This design comes from an exercise in tuning for small area, a short achievable clock period and few clock cycles on the open sky130 flow, not from production work. No activity file was given, so power comes from the tool's default toggle rates.

## job 101
// text_char_scanner_core
module text_char_scanner_core #(
    parameter int LINE_BITS   = 20,    
    parameter int COLUMN_BITS = 16,
    parameter int TAB_STOP    = 4
) (
    input  logic                       i_clk,
    input  logic                       i_rst_n,
    input  logic                       i_valid,
    input  logic [tcs_pkg::BYTE_W-1:0] i_byte,
    output logic                       o_ready,
    output logic                       o_valid,
    input  logic                       i_ready,
    output logic [1:0]                 o_kind,
    output logic [tcs_pkg::BYTE_W-1:0] o_char,
    output logic [tcs_pkg::LINE_W-1:0] o_line,
    output logic [tcs_pkg::COL_W-1:0]  o_col,
    output logic [2:0]                 o_code,
    output logic                       o_last
);
Settings: LEC_CHECK=0, CAP_MARGIN=20, CORE_MARGIN=2, CORE_UTILIZATION=40, CTS_BUF_LIST=sky130_fd_sc_hd__clkbuf_4 sky130_fd_sc_hd__clkbuf_8, SETUP_SLACK_MARGIN=1.7, SLEW_MARGIN=20; clock period 4.0 ns.
standard.sh (not shown) runs the stock make flow with config.mk's settings and CLKGATE_MAP_FILE= SYNTH_SCRIPT=/design/flow/synth_recipe.tcl, a recipe that flattens the netlist after the stock synthesis.
==> flow/flow/run.sh <==
#!/bin/bash
# Standard layout, with plain buf_1 cells as the port buffers.
set -euo pipefail
bash standard.sh BUFFER_PORTS_ARGS="-buffer_cell sky130_fd_sc_hd__buf_1" finish > make_finish.log 2>&1
Input changes introduced in job 102 (baseline for comparison: job 101):
# job 101
export LEC_CHECK = 0
export CAP_MARGIN = 20
export CORE_MARGIN = 2
export CORE_UTILIZATION = 40
export CTS_BUF_LIST = sky130_fd_sc_hd__clkbuf_4 sky130_fd_sc_hd__clkbuf_8
export SETUP_SLACK_MARGIN = 1.7
export SLEW_MARGIN = 20
create_clock -name core_clock -period 4.0 [get_ports {i_clk}]
# job 102
export LEC_CHECK = 0
export ABC_AREA = 1
export CAP_MARGIN = 20
export CORE_MARGIN = 2
export CORE_UTILIZATION = 40
export CTS_BUF_LIST = sky130_fd_sc_hd__clkbuf_4 sky130_fd_sc_hd__clkbuf_8
export SETUP_SLACK_MARGIN = 1.8
export SLEW_MARGIN = 20
create_clock -name core_clock -period 4.0 [get_ports {i_clk}]
==> flow/flow/run.sh <==
#!/bin/bash
# Standard layout, with plain buf_1 cells as the port buffers and the
# synthesis adder-cell step left out (abc maps the incrementers as gates).
set -euo pipefail
bash standard.sh BUFFER_PORTS_ARGS="-buffer_cell sky130_fd_sc_hd__buf_1" ADDER_MAP_FILE= finish > make_finish.log 2>&1
Notes after the runs:
Compared with job 101, job 102 shows placed cell area higher by about 4.5%.
Job 102 does better than job 101 on time the worst path needs with I/O delays and setup.
The clock power share in job 102 sits 0.9 points above the value recorded for job 101.
Here is what was changed in the inputs of job 103 compared with job 102.
# job 102
export LEC_CHECK = 0
export ABC_AREA = 1
export CAP_MARGIN = 20
export CORE_MARGIN = 2
export CORE_UTILIZATION = 40
export CTS_BUF_LIST = sky130_fd_sc_hd__clkbuf_4 sky130_fd_sc_hd__clkbuf_8
export SETUP_SLACK_MARGIN = 1.8
export SLEW_MARGIN = 20
create_clock -name core_clock -period 4.0 [get_ports {i_clk}]
# job 103
export LEC_CHECK = 0
export CAP_MARGIN = 20
export CORE_MARGIN = 2
export CORE_UTILIZATION = 40
export CTS_BUF_LIST = sky130_fd_sc_hd__clkbuf_4 sky130_fd_sc_hd__clkbuf_8
export SETUP_SLACK_MARGIN = 1.9
export SLEW_MARGIN = 20
create_clock -name core_clock -period 4.0 [get_ports {i_clk}]
==> flow/flow/run.sh <==
#!/bin/bash
# Standard layout, with plain buf_1 cells as the port buffers.
set -euo pipefail
bash standard.sh BUFFER_PORTS_ARGS="-buffer_cell sky130_fd_sc_hd__buf_1" finish > make_finish.log 2>&1
--- outcome ---
Of job 103 and job 102, the run reporting the lower multi-input combinational area share was job 102. Estimated wirelength of the detail-placed design, job 103 and job 102: smaller value in job 103. Count of buffering cells on the critical path with inverters included (lower): job 103. Overall power (job 103 vs. job 102) decreases by a few percent. Job 102 → job 103: number of setup buffers added after CTS increased 6, final area shrank by 0.92%, clock network power share down 3.4 points, fraction of final layout cells sized beyond drive strength 1 grew by 8.1 points, first-pass GRT wire length shrank by 1600 um. Job 103 has worst setup slack below what job 102 had. Vertical die dimension: job 103 < job 102.
No run of this note included a check of the RTL's function; only the layout flow was run.

==> afterwards: timing with drivers on the ports <==
How much do the figures lean on ideal ports? The routed layouts below were timed once more, with nothing changed but the port constraints. Step 1: set_driving_cell puts a clkbuf_16 on i_clk and a buf_2 on each other input, an assumption about the parent block. Step 2 times the ports against the registers' clock, not the clock port: input delays grow and output delays shrink by t, the midpoint of the rising clock arrivals with the driver on. Slacks: ideal ports / drivers / drivers and shift; pairs: ideal ports / drivers.
run	t, ns	setup slack, ns	hold WS [ns]	cell pins on the clock port's net
job 101	0.391	1.741 / 1.720 / 1.612	0.461 / 0.461 / 0.461	1
job 102	0.388	1.869 / 1.850 / 1.698	0.470 / 0.470 / 0.470	1
job 103	0.380	1.735 / 1.714 / 1.714	0.461 / 0.461 / 0.461	1
After both steps every run listed still meets setup and hold. The setup slack of job 102, which loses most, moves by -0.019 ns with the drivers and by -0.171 ns with both steps.
